This design comes from an exercise in tuning for a short achievable clock period and few clock cycles on the open sky130 flow, not from production work.
The RTL was checked by simulation tests, not by an equivalence proof against the original design.
No activity file was given, so power comes from the tool's default toggle rates.

==> wip/maple: inputs <==
// cpuCore
module cpuCore (
    input  logic          clk,
    input  logic          rst_n,
    output isaPkg::word_t imemAddr,
    input  isaPkg::word_t imemInsn,
    output isaPkg::word_t dmemAddr,
    output isaPkg::word_t dmemWData,
    output logic          dmemWen,
    input  isaPkg::word_t dmemRData
);
    localparam int U_ADD = 0;   
    localparam int U_XOR = 1;
    localparam int U_OR  = 2;
    localparam int U_AND = 3;
    localparam int U_SLL = 4;
    localparam int U_SR  = 5;   
    localparam int U_CMP = 6;   
    localparam int NU    = 7;
    isaPkg::word_t pc, pcNext;   
    logic          stall;        
    assign imemAddr = pc;
    always_ff @(posedge clk or negedge rst_n) begin
        if (!rst_n) begin
            pc     <= '0;
            pcNext <= 4;
        end else if (!stall) begin
            pc     <= pcNext;
            pcNext <= pcNext + 4;
        end
    end
    logic [6:0]      fOpc;
    logic [2:0]      fF3;
    logic            fAlt;
    isaPkg::regIdx_t fRs1, fRs2, fRd;
    logic            fIsImm, fIsReg, fIsAlu, fIsLw, fIsSw;
    logic            fUse1, fUse2, fWr;
    isaPkg::word_t   fImm;
    logic [NU-1:0]   fUnit;
    logic            fSub, fSra, fCmpS;
    assign fOpc   = imemInsn[6:0];
    assign fF3    = imemInsn[14:12];
    assign fAlt   = imemInsn[30];
    assign fRs1   = imemInsn[19:15];
    assign fRs2   = imemInsn[24:20];
    assign fRd    = imemInsn[11:7];
    assign fIsImm = fOpc == isaPkg::opImm;
    assign fIsReg = fOpc == isaPkg::opReg;
    assign fIsAlu = fIsImm || fIsReg;
    assign fIsLw  = fOpc == isaPkg::opLoad  && fF3 == 3'b010;
    assign fIsSw  = fOpc == isaPkg::opStore && fF3 == 3'b010;
    assign fUse1  = (fIsAlu || fIsLw || fIsSw) && fRs1 != '0;
    assign fUse2  = (fIsReg || fIsSw) && fRs2 != '0;
    assign fWr    = (fIsAlu || fIsLw) && fRd != '0;
    assign fImm   = fIsSw ? {{20{imemInsn[31]}}, imemInsn[31:25], imemInsn[11:7]}
                          : {{20{imemInsn[31]}}, imemInsn[31:20]};
    assign fUnit[U_ADD] = (fIsAlu && fF3 == 3'b000) || fIsLw || fIsSw;
    assign fUnit[U_XOR] = fIsAlu && fF3 == 3'b100;
    assign fUnit[U_OR]  = fIsAlu && fF3 == 3'b110;
    assign fUnit[U_AND] = fIsAlu && fF3 == 3'b111;
    assign fUnit[U_SLL] = fIsAlu && fF3 == 3'b001;
    assign fUnit[U_SR]  = fIsAlu && fF3 == 3'b101;
    assign fUnit[U_CMP] = fIsAlu && fF3[2:1] == 2'b01;
  ...
Settings: LEC_CHECK=0, CAP_MARGIN=20, CORE_MARGIN=2, CORE_UTILIZATION=40, CTS_CLUSTER_DIAMETER=100, CTS_CLUSTER_SIZE=20, SETUP_SLACK_MARGIN=3.65, SLEW_MARGIN=20; clock period 6.0 ns.
run.sh (not shown) runs the stock make flow with config.mk's settings and CLKGATE_MAP_FILE= SYNTH_SCRIPT=/design/flow/synth_recipe.tcl, a recipe that flattens the netlist after the stock synthesis.
==> inputs of wip/nickel, as changes to wip/maple <==
--- a/flow/design.v
+++ b/flow/design.v
@@ -30,93 +30,62 @@
         fwdMem  = 2'b10    
     } fwdSel_t;
 endpackage
 `default_nettype wire
 `default_nettype none
 module executeStage (
     input  logic          clk,
-    input  isaPkg::word_t rfA,      
-    input  isaPkg::word_t rfB,      
-    input  isaPkg::word_t mAlu,     
-    input  isaPkg::word_t mLoad,    
-    input  isaPkg::word_t dImm,
-    input  logic [2:0]    srcA,     
-    input  logic [3:0]    srcB,     
-    input  logic          takeA,    
-    input  logic          takeB,    
-    input  isaPkg::word_t mVal,     
+    input  isaPkg::word_t oldA,     
+    input  isaPkg::word_t oldOpB,   
     input  logic [6:0]    dUnit,    
     input  logic          dSub,
     input  logic          dSra,
     input  logic          dCmpS,
     output isaPkg::word_t sum,      
     output isaPkg::word_t other     
 );
     localparam int U_ADD = 0;
     localparam int U_XOR = 1;
     localparam int U_OR  = 2;
     localparam int U_AND = 3;
     localparam int U_SLL = 4;
     localparam int U_SR  = 5;
     localparam int U_CMP = 6;
-    function automatic isaPkg::word_t pickA(input logic en, input logic inv,
-                                            input isaPkg::word_t rf, input isaPkg::word_t alu,
-                                            input isaPkg::word_t ld, input logic [2:0] src);
-        pickA = ({32{en & src[0] & !inv}} & rf)  | ({32{en & src[0] & inv}} & ~rf)
-              | ({32{en & src[1] & !inv}} & alu) | ({32{en & src[1] & inv}} & ~alu)
-              | ({32{en & src[2] & !inv}} & ld)  | ({32{en & src[2] & inv}} & ~ld);
+    function automatic isaPkg::word_t pick(input logic en, input isaPkg::word_t old);
+        pick = {32{en}} & old;
     endfunction
-    function automatic isaPkg::word_t pickB(input logic en,
-                                            input isaPkg::word_t rf, input isaPkg::word_t alu,
-                                            input isaPkg::word_t ld, input isaPkg::word_t imm,
-                                            input logic [3:0] src);
-        pickB = ({32{en & src[0]}} & rf) | ({32{en & src[1]}} & alu)
-              | ({32{en & src[2]}} & ld) | ({32{en & src[3]}} & imm);
-    endfunction
-    logic enAdd, enLogic, enSll, enSr, enCmp;
-    assign enAdd   = dUnit[U_ADD];
-    assign enLogic = dUnit[U_XOR] | dUnit[U_OR] | dUnit[U_AND];
-    assign enSll   = dUnit[U_SLL];
-    assign enSr    = dUnit[U_SR];
-    assign enCmp   = dUnit[U_CMP];
     isaPkg::word_t aA, aB;    
     logic          aSub;
     isaPkg::word_t gA, gB;    
     logic          gXor, gOr, gAnd;
     isaPkg::word_t lA;        
     logic [4:0]    lS;
     isaPkg::word_t rA;        
     logic [4:0]    rS;
     logic          rFill;
     isaPkg::word_t cA, cB;    
     logic          cSigned;
-    logic          gByA, gByB;
     always_ff @(posedge clk) begin
-        aA      <= pickA(enAdd, dSub, rfA, mAlu, mLoad, srcA);
-        aB      <= pickB(enAdd, rfB, mAlu, mLoad, dImm, srcB);
+        aA      <= {32{dUnit[U_ADD]}} & (oldA ^ {32{dSub}});
+        aB      <= pick(dUnit[U_ADD], oldOpB);
         aSub    <= dSub;
-        gA      <= pickA(enLogic, 1'b0, rfA, mAlu, mLoad, srcA);
-        gB      <= pickB(enLogic, rfB, mAlu, mLoad, dImm, srcB);
+        gA      <= pick(dUnit[U_XOR] | dUnit[U_OR] | dUnit[U_AND], oldA);
+        gB      <= pick(dUnit[U_XOR] | dUnit[U_OR] | dUnit[U_AND], oldOpB);
         gXor    <= dUnit[U_XOR];
         gOr     <= dUnit[U_OR];
         gAnd    <= dUnit[U_AND];
-        lA      <= pickA(enSll, 1'b0, rfA, mAlu, mLoad, srcA);
-        lS      <= 5'(pickB(enSll, rfB, mAlu, mLoad, dImm, srcB));
-        rA      <= pickA(enSr, 1'b0, rfA, mAlu, mLoad, srcA);
-        rS      <= 5'(pickB(enSr, rfB, mAlu, mLoad, dImm, srcB));
-        rFill   <= dSra & (|({mLoad[31], mAlu[31], rfA[31]} & srcA));
-        cA      <= pickA(enCmp, 1'b0, rfA, mAlu, mLoad, srcA);
-        cB      <= pickB(enCmp, rfB, mAlu, mLoad, dImm, srcB);
+        lA      <= pick(dUnit[U_SLL], oldA);
+        lS      <= pick(dUnit[U_SLL], oldOpB);
+        rA      <= pick(dUnit[U_SR],  oldA);
+        rS      <= pick(dUnit[U_SR],  oldOpB);
+        rFill   <= dSra & oldA[31];
+        cA      <= pick(dUnit[U_CMP], oldA);
+        cB      <= pick(dUnit[U_CMP], oldOpB);
         cSigned <= dCmpS;
-        gByA    <= enLogic & takeA;
-        gByB    <= enLogic & takeB;
     end
-    isaPkg::word_t gAe, gBe;
-    assign gAe = gByA ? mVal : gA;
-    assign gBe = gByB ? mVal : gB;
     function automatic isaPkg::word_t ksCarries(input isaPkg::word_t a, input isaPkg::word_t b);
         logic [31:0] pp, gg, np, ng;
         pp = a ^ b;
         gg = a & b;
         for (int k = 1; k < 32; k = k * 2) begin
             ng = gg;
             np = pp;
@@ -146,15 +115,15 @@
     isaPkg::word_t shl, shr, logicOut;
     logic          ltu, cmpRes;
     assign sum    = aA ^ aB ^ {32{aSub}} ^ ksCarries(aA, aB);
     assign shl    = lA << lS;
     assign shr    = isaPkg::word_t'($signed({rFill, rA}) >>> rS);
     assign ltu    = !geu(cA, cB);
     assign cmpRes = cSigned ? (ltu ^ cA[31] ^ cB[31]) : ltu;
-    assign logicOut = ({32{gXor}} & (gAe ^ gBe)) | ({32{gOr}} & (gAe | gBe)) | ({32{gAnd}} & (gAe & gBe));
+    assign logicOut = ({32{gXor}} & (gA ^ gB)) | ({32{gOr}} & (gA | gB)) | ({32{gAnd}} & (gA & gB));
     assign other    = logicOut | shl | shr | {31'd0, cmpRes};
 endmodule
 `default_nettype wire
 `default_nettype none
 module cpuCore (
     input  logic          clk,
     input  logic          rst_n,
@@ -237,16 +206,15 @@
             nSelMB = dSelEB;
             nStall = 1'b0;
         end else begin
             nSelEA = fUse1 && dWr && dRd == fRs1;
             nSelEB = fUse2 && dWr && dRd == fRs2;
             nSelMA = fUse1 && eWr && eRd == fRs1;
             nSelMB = fUse2 && eWr && eRd == fRs2;
-            nStall = (nSelEA || (nSelEB && !fIsSw))
-                   && !(fUnit[U_XOR] || fUnit[U_OR] || fUnit[U_AND]);
+            nStall = nSelEA || (nSelEB && !fIsSw);
         end
     end
     always_ff @(posedge clk or negedge rst_n) begin
         if (!rst_n) begin
             dWr    <= 1'b0;
             dLw    <= 1'b0;
             dSw    <= 1'b0;
@@ -293,38 +261,35 @@
         if (!rst_n) begin
             for (int i = 1; i < 32; i++) regs[i] <= '0;
         end else if (mWr) begin
             regs[mRd] <= memVal;
         end
     end
     logic [32-1:0] selA, selB;
-    isaPkg::regIdx_t nRs1, nRs2;
-    assign nRs1 = stall ? dRs1 : fRs1;
-    assign nRs2 = stall ? dRs2 : fRs2;
     always_ff @(posedge clk) begin
-        selA    <= (32)'(1) << nRs1;
-        selB    <= (32)'(1) << nRs2;
-        selA[0] <= 1'b0;
-        selB[0] <= 1'b0;
+        if (!stall) begin
+            selA <= (32)'(1) << fRs1;
+            selB <= (32)'(1) << fRs2;
+            selA[0] <= 1'b0;
+            selB[0] <= 1'b0;
+        end
     end
     always_comb begin
         rfA = '0;
         rfB = '0;
         for (int i = 1; i < 32; i++) begin
             rfA = rfA | ({32{selA[i]}} & regs[i]);
             rfB = rfB | ({32{selB[i]}} & regs[i]);
         end
     end
     isaPkg::word_t other;
-    isaPkg::word_t oldB;
-    logic [2:0]    srcA;
-    logic [3:0]    srcB;
-    assign srcA = {dSelMA & mLw, dSelMA & !mLw, !dSelMA};
-    assign srcB = {!dBReg, dBReg & dSelMB & mLw, dBReg & dSelMB & !mLw, dBReg & !dSelMB};
-    assign oldB   = dSelMB ? memVal : rfB;   
+    isaPkg::word_t oldA, oldB, oldOpB;   
+    assign oldA   = dSelMA ? memVal : rfA;
+    assign oldB   = dSelMB ? memVal : rfB;
+    assign oldOpB = dBReg ? oldB : dImm;
     isaPkg::word_t eS;        
     logic          eTakeM;    
     isaPkg::word_t sum;
     always_ff @(posedge clk or negedge rst_n) begin
         if (!rst_n) begin
             eWr <= 1'b0;
             eLw <= 1'b0;
@@ -337,17 +302,15 @@
     end
     always_ff @(posedge clk) begin
         eRd     <= dRd;
         eS      <= oldB;
         eTakeM  <= dSelEB;
     end
     executeStage executeInst (
-        .clk(clk), .rfA(rfA), .rfB(rfB), .mAlu(mAddr | mR), .mLoad(dmemRData), .dImm(dImm),
-        .srcA(srcA), .srcB(srcB),
-        .takeA(dSelEA), .takeB(dSelEB & dBReg), .mVal(memVal),
+        .clk(clk), .oldA(oldA), .oldOpB(oldOpB), 
         .dUnit(dUnit), .dSub(dSub), .dSra(dSra), .dCmpS(dCmpS),
         .sum(sum), .other(other)
     );
     always_ff @(posedge clk or negedge rst_n) begin
         if (!rst_n) begin
             mWr  <= 1'b0;
             mLw  <= 1'b0;
--- a/flow/config.mk
+++ b/flow/config.mk
@@ -6,9 +6,9 @@
 export NUM_CORES = 4
 export LEC_CHECK = 0
 export CAP_MARGIN = 20
 export CORE_MARGIN = 2
 export CORE_UTILIZATION = 40
 export CTS_CLUSTER_DIAMETER = 100
 export CTS_CLUSTER_SIZE = 20
-export SETUP_SLACK_MARGIN = 3.65
+export SETUP_SLACK_MARGIN = 3.6
 export SLEW_MARGIN = 20
==> inputs of wip/pepper, as changes to wip/maple <==
--- a/flow/design.v
+++ b/flow/design.v
@@ -37,17 +37,14 @@
     input  isaPkg::word_t rfA,      
     input  isaPkg::word_t rfB,      
     input  isaPkg::word_t mAlu,     
     input  isaPkg::word_t mLoad,    
     input  isaPkg::word_t dImm,
     input  logic [2:0]    srcA,     
     input  logic [3:0]    srcB,     
-    input  logic          takeA,    
-    input  logic          takeB,    
-    input  isaPkg::word_t mVal,     
     input  logic [6:0]    dUnit,    
     input  logic          dSub,
     input  logic          dSra,
     input  logic          dCmpS,
     output isaPkg::word_t sum,      
     output isaPkg::word_t other     
 );
@@ -85,15 +82,14 @@
     isaPkg::word_t lA;        
     logic [4:0]    lS;
     isaPkg::word_t rA;        
     logic [4:0]    rS;
     logic          rFill;
     isaPkg::word_t cA, cB;    
     logic          cSigned;
-    logic          gByA, gByB;
     always_ff @(posedge clk) begin
         aA      <= pickA(enAdd, dSub, rfA, mAlu, mLoad, srcA);
         aB      <= pickB(enAdd, rfB, mAlu, mLoad, dImm, srcB);
         aSub    <= dSub;
         gA      <= pickA(enLogic, 1'b0, rfA, mAlu, mLoad, srcA);
         gB      <= pickB(enLogic, rfB, mAlu, mLoad, dImm, srcB);
         gXor    <= dUnit[U_XOR];
@@ -103,20 +99,15 @@
         lS      <= 5'(pickB(enSll, rfB, mAlu, mLoad, dImm, srcB));
         rA      <= pickA(enSr, 1'b0, rfA, mAlu, mLoad, srcA);
         rS      <= 5'(pickB(enSr, rfB, mAlu, mLoad, dImm, srcB));
         rFill   <= dSra & (|({mLoad[31], mAlu[31], rfA[31]} & srcA));
         cA      <= pickA(enCmp, 1'b0, rfA, mAlu, mLoad, srcA);
         cB      <= pickB(enCmp, rfB, mAlu, mLoad, dImm, srcB);
         cSigned <= dCmpS;
-        gByA    <= enLogic & takeA;
-        gByB    <= enLogic & takeB;
     end
-    isaPkg::word_t gAe, gBe;
-    assign gAe = gByA ? mVal : gA;
-    assign gBe = gByB ? mVal : gB;
     function automatic isaPkg::word_t ksCarries(input isaPkg::word_t a, input isaPkg::word_t b);
         logic [31:0] pp, gg, np, ng;
         pp = a ^ b;
         gg = a & b;
         for (int k = 1; k < 32; k = k * 2) begin
             ng = gg;
             np = pp;
@@ -146,15 +137,15 @@
     isaPkg::word_t shl, shr, logicOut;
     logic          ltu, cmpRes;
     assign sum    = aA ^ aB ^ {32{aSub}} ^ ksCarries(aA, aB);
     assign shl    = lA << lS;
     assign shr    = isaPkg::word_t'($signed({rFill, rA}) >>> rS);
     assign ltu    = !geu(cA, cB);
     assign cmpRes = cSigned ? (ltu ^ cA[31] ^ cB[31]) : ltu;
-    assign logicOut = ({32{gXor}} & (gAe ^ gBe)) | ({32{gOr}} & (gAe | gBe)) | ({32{gAnd}} & (gAe & gBe));
+    assign logicOut = ({32{gXor}} & (gA ^ gB)) | ({32{gOr}} & (gA | gB)) | ({32{gAnd}} & (gA & gB));
     assign other    = logicOut | shl | shr | {31'd0, cmpRes};
 endmodule
 `default_nettype wire
 `default_nettype none
 module cpuCore (
     input  logic          clk,
     input  logic          rst_n,
@@ -237,16 +228,15 @@
             nSelMB = dSelEB;
             nStall = 1'b0;
         end else begin
             nSelEA = fUse1 && dWr && dRd == fRs1;
             nSelEB = fUse2 && dWr && dRd == fRs2;
             nSelMA = fUse1 && eWr && eRd == fRs1;
             nSelMB = fUse2 && eWr && eRd == fRs2;
-            nStall = (nSelEA || (nSelEB && !fIsSw))
-                   && !(fUnit[U_XOR] || fUnit[U_OR] || fUnit[U_AND]);
+            nStall = nSelEA || (nSelEB && !fIsSw);
         end
     end
     always_ff @(posedge clk or negedge rst_n) begin
         if (!rst_n) begin
             dWr    <= 1'b0;
             dLw    <= 1'b0;
             dSw    <= 1'b0;
@@ -293,22 +283,21 @@
         if (!rst_n) begin
             for (int i = 1; i < 32; i++) regs[i] <= '0;
         end else if (mWr) begin
             regs[mRd] <= memVal;
         end
     end
     logic [32-1:0] selA, selB;
-    isaPkg::regIdx_t nRs1, nRs2;
-    assign nRs1 = stall ? dRs1 : fRs1;
-    assign nRs2 = stall ? dRs2 : fRs2;
     always_ff @(posedge clk) begin
-        selA    <= (32)'(1) << nRs1;
-        selB    <= (32)'(1) << nRs2;
-        selA[0] <= 1'b0;
-        selB[0] <= 1'b0;
+        if (!stall) begin
+            selA <= (32)'(1) << fRs1;
+            selB <= (32)'(1) << fRs2;
+            selA[0] <= 1'b0;
+            selB[0] <= 1'b0;
+        end
     end
     always_comb begin
         rfA = '0;
         rfB = '0;
         for (int i = 1; i < 32; i++) begin
             rfA = rfA | ({32{selA[i]}} & regs[i]);
             rfB = rfB | ({32{selB[i]}} & regs[i]);
@@ -338,16 +327,15 @@
     always_ff @(posedge clk) begin
         eRd     <= dRd;
         eS      <= oldB;
         eTakeM  <= dSelEB;
     end
     executeStage executeInst (
         .clk(clk), .rfA(rfA), .rfB(rfB), .mAlu(mAddr | mR), .mLoad(dmemRData), .dImm(dImm),
-        .srcA(srcA), .srcB(srcB),
-        .takeA(dSelEA), .takeB(dSelEB & dBReg), .mVal(memVal),
+        .srcA(srcA), .srcB(srcB), 
         .dUnit(dUnit), .dSub(dSub), .dSra(dSra), .dCmpS(dCmpS),
         .sum(sum), .other(other)
     );
     always_ff @(posedge clk or negedge rst_n) begin
         if (!rst_n) begin
             mWr  <= 1'b0;
             mLw  <= 1'b0;
--- a/flow/config.mk
+++ b/flow/config.mk
@@ -6,9 +6,9 @@
 export NUM_CORES = 4
 export LEC_CHECK = 0
 export CAP_MARGIN = 20
 export CORE_MARGIN = 2
 export CORE_UTILIZATION = 40
 export CTS_CLUSTER_DIAMETER = 100
 export CTS_CLUSTER_SIZE = 20
-export SETUP_SLACK_MARGIN = 3.65
+export SETUP_SLACK_MARGIN = 3.6
 export SLEW_MARGIN = 20
==> results.txt <==
- Of wip/nickel and wip/maple, wip/nickel has the higher first-iteration DRC count (gap about 1.8%, measured against wip/maple).
- Of wip/nickel and wip/maple, wip/nickel has the higher register-to-register slack (gap 0.11 ns).
- Non-clock buffer count, lowest first: wip/nickel, wip/pepper, wip/maple.
- In critical path depth, wip/pepper and wip/maple do not differ.
- Area after synthesis, lowest first: wip/nickel, wip/pepper, wip/maple.
- Of wip/pepper and wip/nickel, wip/nickel has the higher combinational power (gap about 5%, measured against wip/nickel).
- Cell count: wip/maple > wip/pepper > wip/nickel.
- Fmax: wip/nickel > wip/pepper > wip/maple.
- Routed wire length, lowest first: wip/nickel, wip/maple, wip/pepper.
==> figures <==
item	wip/nickel	wip/pepper	wip/maple
Post-Place Worst Slack	2.477 ns	2.346 ns	2.115 ns
Max Clock Freq	0.3804 GHz	0.3661 GHz	0.3647 GHz
Leakage power	37.08 nW	36.73 nW	37.81 nW
Clock power share	33.5%	33.3%	33.5%
Worst path arrival time	3.25 ns	3.37 ns	3.40 ns
Yosys reg bits	1566	1566	1578
Worst Max-Slew Pin Slew	1.332 ns	1.257 ns	1.277 ns
Proportion of cell area spent on the clock network	3.108%	2.931%	2.932%
Cell internal power dissipation	0.01464 W	0.01449 W	0.01455 W
Async S/R FF share, synth	68.58%	68.58%	68.06%
HPWL Detailed	197.0 mm	205.2 mm	207.4 mm
Number of buffers inserted during clock tree synthesis	90	89	89
Sum of routed wire segments on met1	124.0 mm	130.0 mm	135.2 mm
Floorplan core area	175900 µm²	178600 µm²	180400 µm²
Total via count after detailed routing	67724	70165	70247
Shortest clock period the worst path allows after layout	2.629 ns	2.731 ns	2.742 ns
Net switching power	0.005588 W	0.005484 W	0.005449 W
Worst reg-to-reg setup slack	3.37 ns	3.27 ns	3.26 ns
Status	timing/DRC/antenna clean	timing/DRC/antenna clean	timing/DRC/antenna clean
Testbench counts of wip/maple, summed over its fixed seeds: cycles 41,553.
Testbench counts of wip/nickel, summed over its fixed seeds: cycles 42,256.
Testbench counts of wip/pepper, summed over its fixed seeds: cycles 42,256.

[separate check: timing with driven ports]
Ports are ideal in the flow. The routed layouts listed here were re-timed in OpenROAD.
Step 1 sets driving cells, clkbuf_16 on the clock port and buf_2 on the other inputs (assumed; they add their load-dependent delay and slew).
Step 2 moves the port delays by t, midway between the first and last clock arrival at a register: inputs arrive t later, outputs are due t later. That takes back most of the time a late clock gives input paths.
a / b / c = ideal / step 1 / step 2; a / b = the first two.
| run | t (ns) | setup WS [ns] | worst hold slack (ns) | worst setup path after step 2 | cell pins on the clock port's net |
|---|---|---|---|---|---|
| wip/maple | 0.863 | 3.258 / 3.258 / 2.508 | 0.352 / 0.352 / 0.352 | input to register | 1 |
| wip/nickel | 0.849 | 3.371 / 3.341 / 2.755 | 0.337 / 0.337 / 0.337 | input to register | 1 |
| wip/pepper | 0.853 | 3.269 / 3.269 / 2.711 | 0.353 / 0.353 / 0.353 | input to register | 1 |
After both steps every run listed still meets setup and hold. The setup slack of wip/maple, which loses most, moves by 0.000 ns with the drivers and by -0.750 ns with both steps.
